From an optimization exercise on the open Yosys and OpenROAD flow, aimed at small area, a short achievable clock period and few clock cycles per item; shortcuts taken in it are not production practice.
For this run, only the layout was checked, not whether the RTL still works.
Power figures rest on the tool's default switching activity, not on a simulated workload.

## constraint.sdc

```tcl
create_clock -name core_clock -period 5.0 [get_ports {clk}]
set_input_delay 1.0000 -clock core_clock [delete_from_list [all_inputs] [get_ports {clk}]]
set_output_delay 1.0000 -clock core_clock [all_outputs]
set_load 0.01 [all_outputs]
```

## design.v

```verilog
module instr_fetch_dec3 (
  input  logic [2:0] a,
  output logic [7:0] n        
);
  always_comb begin
    for (int k = 0; k < 8; k++) begin
      n[k] = (a != 3'(k));
    end
  end
endmodule
module instr_fetch_incdec (
  input  logic [5:0]  a,
  output logic [63:0] sel
);
  logic [7:0] nl, nh;
  instr_fetch_dec3 u_l (.a(a[2:0]), .n(nl));
  instr_fetch_dec3 u_h (.a(a[5:3]), .n(nh));
  for (genvar i = 0; i < 64; i++) begin : g_sel
    instr_fetch_nor2 u (.a(nl[(i+63)%8]), .b(nh[((i+63)%64)/8]), .y(sel[i]));
  end
endmodule
module instr_fetch_sumterm0 (
  input  logic       a, b,
  output logic [1:0] t         
);
  assign t[0] = a ^ b;
  assign t[1] = ~(a ^ b);
endmodule
module instr_fetch_sumterm (
  input  logic       a1, b1,   
  input  logic       a0, b0,   
  output logic [3:0] t         
);
  logic x, g, p;
  assign x = a1 ^ b1;
  assign g = a0 & b0;
  assign p = a0 | b0;
  assign t[0] = ~(x ^ p);
  assign t[1] = ~(x ^ g);
  assign t[2] =  (x ^ p);
  assign t[3] =  (x ^ g);
endmodule
module instr_fetch_nand3 (
  input  logic a, b, c,
  output logic y
);
  assign y = ~(a & b & c);
endmodule
module instr_fetch_nor2 (
  input  logic a, b,
  output logic y
);
  assign y = ~(a | b);
endmodule
module instr_fetch_sumdec (
  input  logic [5:0]  a,
  input  logic [5:0]  b,
  output logic [63:0] sel
);
  logic [1:0] t0;
  logic [3:0] t [1:5];
  logic [7:0] nl;    
  logic [15:0] nh;   
  instr_fetch_sumterm0 u_t0 (.a(a[0]), .b(b[0]), .t(t0));
  for (genvar j = 1; j < 6; j++) begin : g_t
    instr_fetch_sumterm u (.a1(a[j]), .b1(b[j]), .a0(a[j-1]), .b0(b[j-1]), .t(t[j]));
  end
  for (genvar k = 0; k < 8; k++) begin : g_l
    instr_fetch_nand3 u (.a(t0[k%2]), .b(t[1][(k/2)%2*2 + k%2]), .c(t[2][(k/4)%2*2 + (k/2)%2]),
                         .y(nl[k]));
  end
  for (genvar m = 0; m < 16; m++) begin : g_h
    instr_fetch_nand3 u (.a(t[3][(m/2)%2*2 + m%2]), .b(t[4][(m/4)%2*2 + (m/2)%2]),
                         .c(t[5][(m/8)%2*2 + (m/4)%2]), .y(nh[m]));
  end
  for (genvar i = 0; i < 64; i++) begin : g_sel
    instr_fetch_nor2 u (.a(nl[i%8]), .b(nh[i/4]), .y(sel[i]));
  end
endmodule
module instr_fetch_or8 (
  input  logic [7:0] s,
  input  logic [7:0] w,
  output logic       y
);
  assign y = ~(~((s[0] & w[0]) | (s[1] & w[1])) & ~((s[2] & w[2]) | (s[3] & w[3])) &
               ~((s[4] & w[4]) | (s[5] & w[5])) & ~((s[6] & w[6]) | (s[7] & w[7])));
endmodule
module instr_fetch_nor4 (
  input  logic a, b, c, d,
  output logic y
);
  assign y = ~(a | b | c | d);
endmodule
module instr_fetch_nand2 (
  input  logic a, b,
  output logic y
);
  assign y = ~(a & b);
endmodule
module instr_fetch_rdport #(
  parameter int W = 32
) (
  input  logic [63:0]     sel,
  input  logic [64*W-1:0] words,
  output logic [W-1:0]    q
);
  for (genvar b = 0; b < W; b++) begin : g_bit
    logic [7:0]  l2;
    logic [1:0]  l3;
    for (genvar i = 0; i < 8; i++) begin : g_l2
      logic [7:0] w;
      for (genvar k = 0; k < 8; k++) begin : g_w
        assign w[k] = words[(8*i+k)*W + b];
      end
      instr_fetch_or8 u (.s(sel[8*i +: 8]), .w(w), .y(l2[i]));
    end
    for (genvar i = 0; i < 2; i++) begin : g_l3
      instr_fetch_nor4 u (.a(l2[4*i]), .b(l2[4*i+1]), .c(l2[4*i+2]), .d(l2[4*i+3]), .y(l3[i]));
    end
    instr_fetch_nand2 u_l4 (.a(l3[0]), .b(l3[1]), .y(q[b]));
  end
endmodule
module instr_fetch #(
  parameter int          IMEM_DEPTH = 64,
  parameter logic [31:0] HALT_WORD  = 32'hFFFF_FFFF
) (
  input  logic          clk,
  input  logic          reset,
  input  logic          load_en,
  input  logic [$clog2(IMEM_DEPTH)-1:0] load_addr,
  input  logic [31:0]   load_data,
  input  logic          start,
  input  logic          instr_ready,
  input  logic          PCSrc,
  output logic          instr_valid,
  output logic [31:0]   Instr,
  output logic [31:0]   pc,
  output logic          halted,
  output logic          pc_err
);
  localparam int AW = $clog2(IMEM_DEPTH);
  localparam int HW = 16 - AW + 1;   
  logic                  r_run;
  logic                  r_halt;
  logic                  r_pc_err;
  logic [31:0]           r_instr;
  logic [AW-1:0]         r_pcw;      
  logic [HW-1:0]         r_pchi;     
  logic [31:0]           r_imem [IMEM_DEPTH];
  logic [IMEM_DEPTH*32-1:0] w_words;
  logic                  w_is_halt;
  logic [AW-1:0]         w_imm;
  logic [AW:0]           w_nt;       
  logic [AW:0]           w_tl;       
  logic [HW-1:0]         w_thi;      
  logic                  w_oor_t;
  logic                  w_tk;
  logic                  w_oor;
  logic [IMEM_DEPTH-1:0] w_ntsel;    
  logic [IMEM_DEPTH-1:0] w_tsel;     
  logic [31:0]           w_rd_nt;    
  logic [31:0]           w_rd_t;     
  logic [31:0]           w_rd_0;     
  assign w_is_halt = (r_instr == HALT_WORD);
  assign w_imm     = r_instr[AW-1:0];
  assign w_nt    = {1'b0, r_pcw} + 1'b1;
  assign w_tl    = {1'b0, r_pcw} + {1'b0, w_imm} + 1'b1;
  assign w_thi   = {r_instr[15], r_instr[15:AW]} + {{(HW-1){1'b0}}, w_tl[AW]};
  assign w_oor_t = ~(((r_instr[15:AW] == '0) && !w_tl[AW]) ||
                     ((r_instr[15:AW] == '1) &&  w_tl[AW]));
  assign w_tk    = PCSrc || w_is_halt;
  assign w_oor   = w_tk ? w_oor_t : w_nt[AW];
  always_comb begin
    for (int i = 0; i < IMEM_DEPTH; i++) begin
      w_words[i*32 +: 32] = r_imem[i];
    end
  end
  instr_fetch_incdec u_ntdec (.a(r_pcw), .sel(w_ntsel));
  instr_fetch_sumdec u_tdec  (.a(r_pcw), .b(w_imm), .sel(w_tsel));
  instr_fetch_rdport #(.W(32)) u_rd_nt (.sel(w_ntsel), .words(w_words), .q(w_rd_nt));
  instr_fetch_rdport #(.W(32)) u_rd_t  (.sel(w_tsel),  .words(w_words), .q(w_rd_t));
  assign w_rd_0 = (load_en && load_addr == '0) ? load_data : r_imem[0];
  always_ff @(posedge clk) begin
    if (load_en && !r_run) begin
      r_imem[load_addr] <= load_data;
    end
  end
  always_ff @(posedge clk) begin
    if (reset) begin
      r_run  <= 1'b0;
      r_halt <= 1'b0;
    end else if (!r_run) begin
      if (start) begin
        r_run  <= 1'b1;
        r_halt <= 1'b0;
      end
    end else if (instr_ready) begin
      if (w_is_halt || w_oor) begin
        r_run  <= 1'b0;
        r_halt <= 1'b1;
      end
    end
  end
  always_ff @(posedge clk) begin
    if (!r_run) begin
      if (start) begin
        r_pcw   <= '0;
        r_pchi  <= '0;
        r_instr <= w_rd_0;
      end
    end else if (instr_ready) begin
      r_pcw    <= w_tk ? w_tl[AW-1:0] : w_nt[AW-1:0];
      r_pchi   <= w_tk ? w_thi : {{(HW-1){1'b0}}, w_nt[AW]};
      r_instr  <= w_tk ? w_rd_t : w_rd_nt;
      r_pc_err <= w_oor;
    end
  end
  assign instr_valid = r_run;
  assign halted      = r_halt;
  assign Instr       = r_instr;
  assign pc          = {{(32-AW-2-HW){r_pchi[HW-1]}}, r_pchi, r_pcw, 2'b00};
  assign pc_err      = r_pc_err;
endmodule
```

## config.mk

```make
export PLATFORM = sky130hd
export DESIGN_NAME = instr_fetch
export DESIGN_NICKNAME = instr_fetch
export VERILOG_FILES = /design/flow/design.v
export SDC_FILE = /design/flow/constraint.sdc
export NUM_CORES = 4
export LEC_CHECK = 0
export CAP_MARGIN = 20
export CORE_MARGIN = 2
export CORE_UTILIZATION = 45
export SETUP_SLACK_MARGIN = 2.2
export SLEW_MARGIN = 20
export SYNTH_HIERARCHICAL = 1
```

## run.sh

```bash
#!/bin/bash
# synth_recipe.tcl (not shown) runs the flow's synth.tcl, then flattens the netlist and writes it again
# the make line also repeats each setting of config.mk as NAME=value (left out here)
make -C /OpenROAD-flow-scripts/flow DESIGN_CONFIG=/design/flow/config.mk WORK_HOME=/design/flow/orfs CLKGATE_MAP_FILE= SYNTH_SCRIPT=/design/flow/synth_recipe.tcl finish
```

==> notes.md <==
- Register area share after synthesis: 0.7210
- Initial Util: 0.4535
- Dominant cell type by area after synthesis: edfxtp_1
- Syn-to-layout area delta: 27.60%
- CTS clock-pin slew for the worst setup and hold paths: 70 ps
- CP Max Fanout: 6
- Hold Violations, Final: 0
- DRC viols: 0
- Switch Pwr: 31.07 mW
- Port buffer count: 108
- GPL Wtd Cong: 1.018
- Simple-gate portion of the synthesized area: 0.08517
- Min Clock Period, post-route: 4161 ps
- Compound-Gate Fraction of Synth Area: 0.1835
- Total Power: 71.78 mW
- Vias: 73430
- Root buf cell: clkbuf_16
- Final Cycle Share: 0.8323
- Sw Ratio: 0.4328
- RSZ-0062 raised after global routing: true
- Num ports: 111
- Die ar.: 197800 µm²
- Top cells by area, synth: edfxtp_1 (72%), a22oi_1 (18%), nand4_1 (3.8%)
- Total CTS buffers: 215
- Synth top cells by count: edfxtp_1 (2098), a22oi_1 (2048), nand4_1 (527)
- Clock power share: 0.215
- Nets: 6862
- YS warnings: 10
- GR Util met3: 0.1966
- Initial antenna violation count: 22
- Core area: 192800 µm²
- Pint: 40.71 mW
- GRT overflow: 0
- CP endpoint kind: flip-flop
- Met2 Track Usage GR: 0.5651
- Max transition margin: 0.2387
- Std-Cell Rows: 161
- Reg power frac: 0.279
- Largest net degree at the start of global routing: 54
- Mux cell area share after synthesis: 0.0002433
- Max Slew Vio Count: 0
- CP Class: flip-flop to flip-flop
- Ys flop type: edfxtp_1
- Main combinational cell family by area after synthesis: compound AO/OA/AOI/OAI gates
- Post-layout instance area: 111600 µm²
- Starting DRT DRC Count: 14690
- Clk buf depth: 3
- Die Wd: 444.8 µm
- XOR/XNOR Fraction of Synth Area: 0.004408
- Ratio of cells with drive above 1 in the final layout: 0.2714
- Post-synth EDFFs: 2098
- Clock sink count: 2100
- H-tree Lvls: 4
- Via density: 7.712
- Pwr Density: 643.4 nW/µm²
- WHS: 358.1 ps
- Post-route ant nets: 0
- Peak VDD IR: 544.0 µV
- Combinational Power Share: 0.506
- Max cap viols: 0
- Worst-Skew Late Latency: 920 ps
- Instance area at placement: 95410 µm²
- CP required: 5630 ps
- Number of synthesized register bits: 2100
- Met1 usage: 0.5234
- Fraction of the mapped netlist area in adder cells: 0.001517
- Critical path data arrival time: 4790 ps
- Final setup viols: 0
- Top-count cell post-synth: edfxtp_1
- Vias in the first global route: 66280
- Post-synth ARST share: 0
- Hold Path Class: input port to flip-flop
- Startpoint Class: flip-flop
- Worst Tran Pin Value: 1142 ps
- FMAX: 240.3 MHz
- Post-DP HPWL: 240500 µm
- Mapped Area: 87430 µm²
- Post-synth top area share: 0.7205
- GRT busiest layer: met2
- Outcome: no timing/DRC/antenna violations
- TNS Setup: 0 ps
- Total GRT Usage: 0.4102
- Hold Buf Count CTS: 0
- Cells after Synth: 5581
- Flop2flop setup slack: 840 ps
- Leakage: 34.78 nW
- WL/cell: 44.01 µm
- First-pass iteration count of the detailed router: 9
- Syn Area/Cell: 15.67 µm²
- First-pass GRT wire length: 557100 µm
- Die H: 444.8 µm
- CTS tree: done
- Total Wirelength: 419000 µm
- Skew final: 44.66 ps
- Netlist cell types: 52
kinds of logic after synthesis:
family                     after synthesis
AOI/OAI and AO/OA                     2139
xor gates and xnor gates                44
adders and majority gates               10
buffers and inverters                   67
DFF                                   2100
muxes                                    2
other                                    1
and+or+nand+nor                       1218
area by class of cell:
type | count | area (µm²)
fill | 14530 | 81220
clock inverter | 134 | 1067
sequential | 2100 | 63050
inverter | 7 | 28.78
clock buffer | 254 | 5527
tap | 2526 | 3161
timing repair buffer | 1001 | 10140
multi-input combinational | 3483 | 28550
antenna | 17 | 42.54
per-module statistics from Yosys, one instance, submodules excluded, a selection:
| module | cells | flops+latches | cell area (µm²) |
|---|---|---|---|
| instr_fetch_dec3 | 8 | 0 | 60.06 |
| instr_fetch_sumterm | 8 | 0 | 60.06 |
| instr_fetch_nand2 | 1 | 0 | 3.754 |
| instr_fetch_nand3 | 1 | 0 | 5.005 |
| instr_fetch_nor2 | 1 | 0 | 3.754 |
| instr_fetch_nor4 | 1 | 0 | 12.51 |
| instr_fetch_or8 | 5 | 0 | 36.28 |
| instr_fetch_sumterm0 | 2 | 0 | 17.52 |
| instr_fetch | 2619 | 2100 | 65980 |
power by group through the flow:
| stage | Sequential [mW] | Combinational, mW | Clock, mW |
|---|---|---|---|
| detailed placement | 20.8 | 22.2 | 0 |
| global placement | 20.8 | 22.2 | 0 |
| floorplan | 20.5 | 9.91 | 0 |
| global route | 20.0 | 35.2 | 16.1 |
| CTS | 20.0 | 31.7 | 15.4 |
| finish | 20.0 | 36.3 | 15.5 |
routing by layer:
| metal | vias up | part of all wire |
|---|---|---|
| li1 | 27500 | - |
| met1 | 36860 | 0.33 |
| met2 | 7438 | 0.40 |
| met3 | 1615 | 0.19 |
| met4 | 18 | 0.079 |
| met5 | - | 0.00068 |
placed cells by master (no fill, tap or decap), types with 22 or more instances in the layout:
cell type         n
buf_6           112
a22oi_1        1961
nor3_1           28
clkbuf_16       217
clkbuf_1         39
nor4_2           54
nor2_4          220
buf_8            24
buf_2            39
nand2_1         139
clkinv_2         47
buf_12          144
buf_4           609
a22oi_2          87
and3_1           34
nand4_1         527
edfxtp_1       2098
clkinv_1         52
o32ai_2          27
o22ai_1          22
nor2_1           23
nor2_2           45
dlygate4sd2_1    42
nor4_4           74
nand3_4          26
registers in the layout (all words and copies together) (netlist names):
signal / count
r_halt: 1
r_imem: 2048
r_instr: 32
r_pc_err: 1
r_pchi: 11
r_pcw: 6
r_run: 1
path summary, 6_finish.rpt:
kind                 startpoint              to  cells past startpoint
setup / recovery       r_pcw[1]      r_instr[4]                     15
hold / removal    load_data[10]  r_imem[50][10]                      1
setup reg to reg       r_pcw[1]      r_instr[4]                     15
hold reg to reg          r_halt          r_halt                      2
through the flow:
| step | utilization | instances | setup WS (ps) |
|---|---|---|---|
| after global placement | 0.4949 | 8519 | 285.7 |
| after global routing | 0.5785 | 9508 | 934.8 |
| after CTS | 0.5714 | 9433 | 1209 |
| after floorplan | - | 5582 | 1700 |
| after detailed placement | 0.4949 | 8519 | 312.8 |
| final | 0.5787 | 9522 | 838.7 |
critical path, cell delays in order (launching register included):
cell	delay, ps
edfxtp_1	470
buf_6	180
xor2_4	160
buf_12	130
xnor2_4	160
nand3_4	260
buf_6	150
buf_12	90
nor2_4	80
buf_12	160
a22oi_2	140
nand4_1	730
nor4_4	650
nand2_2	120
o32ai_2	270
nor3_1	90
what timing repair did:
| item | 4_1_cts | 5_1_grt |
|---|---|---|
| endpoints found under the setup margin | 963 | 241 |
| gates cloned | 77 | 3 |
| pin swaps | 347 | 170 |
| buffers inserted | 449 | 69 |
| gates resized for setup | 645 | 164 |

[static timing again, ports no longer ideal]
In the flow no input, the clock included, has a driving cell. The finished layout below was timed again as built, in two steps.
Step 1 assumes that a clkbuf_16 drives the clock port and a buf_2 every other input.
Step 2 adds t to the input delays and takes it off the output delays; t is the mean of the earliest and latest rising clock arrival at the registers after step 1. Input paths then give back, and output paths get back, about the clock's delay inside the block.
Slacks: ideal ports / drivers / drivers and shift; pairs: ideal ports / drivers.
t (ns): 0.987
setup slack, ns: 0.839 / 0.839 / 0.839
hold slack, ns: 0.358 / 0.295 / 0.604
worst setup path at the end: register to register
cell pins on the clock port's net: 1
After both steps setup and hold are still met in this run. The setup slack of this run moves by 0.000 ns with the drivers and by 0.000 ns with both steps.
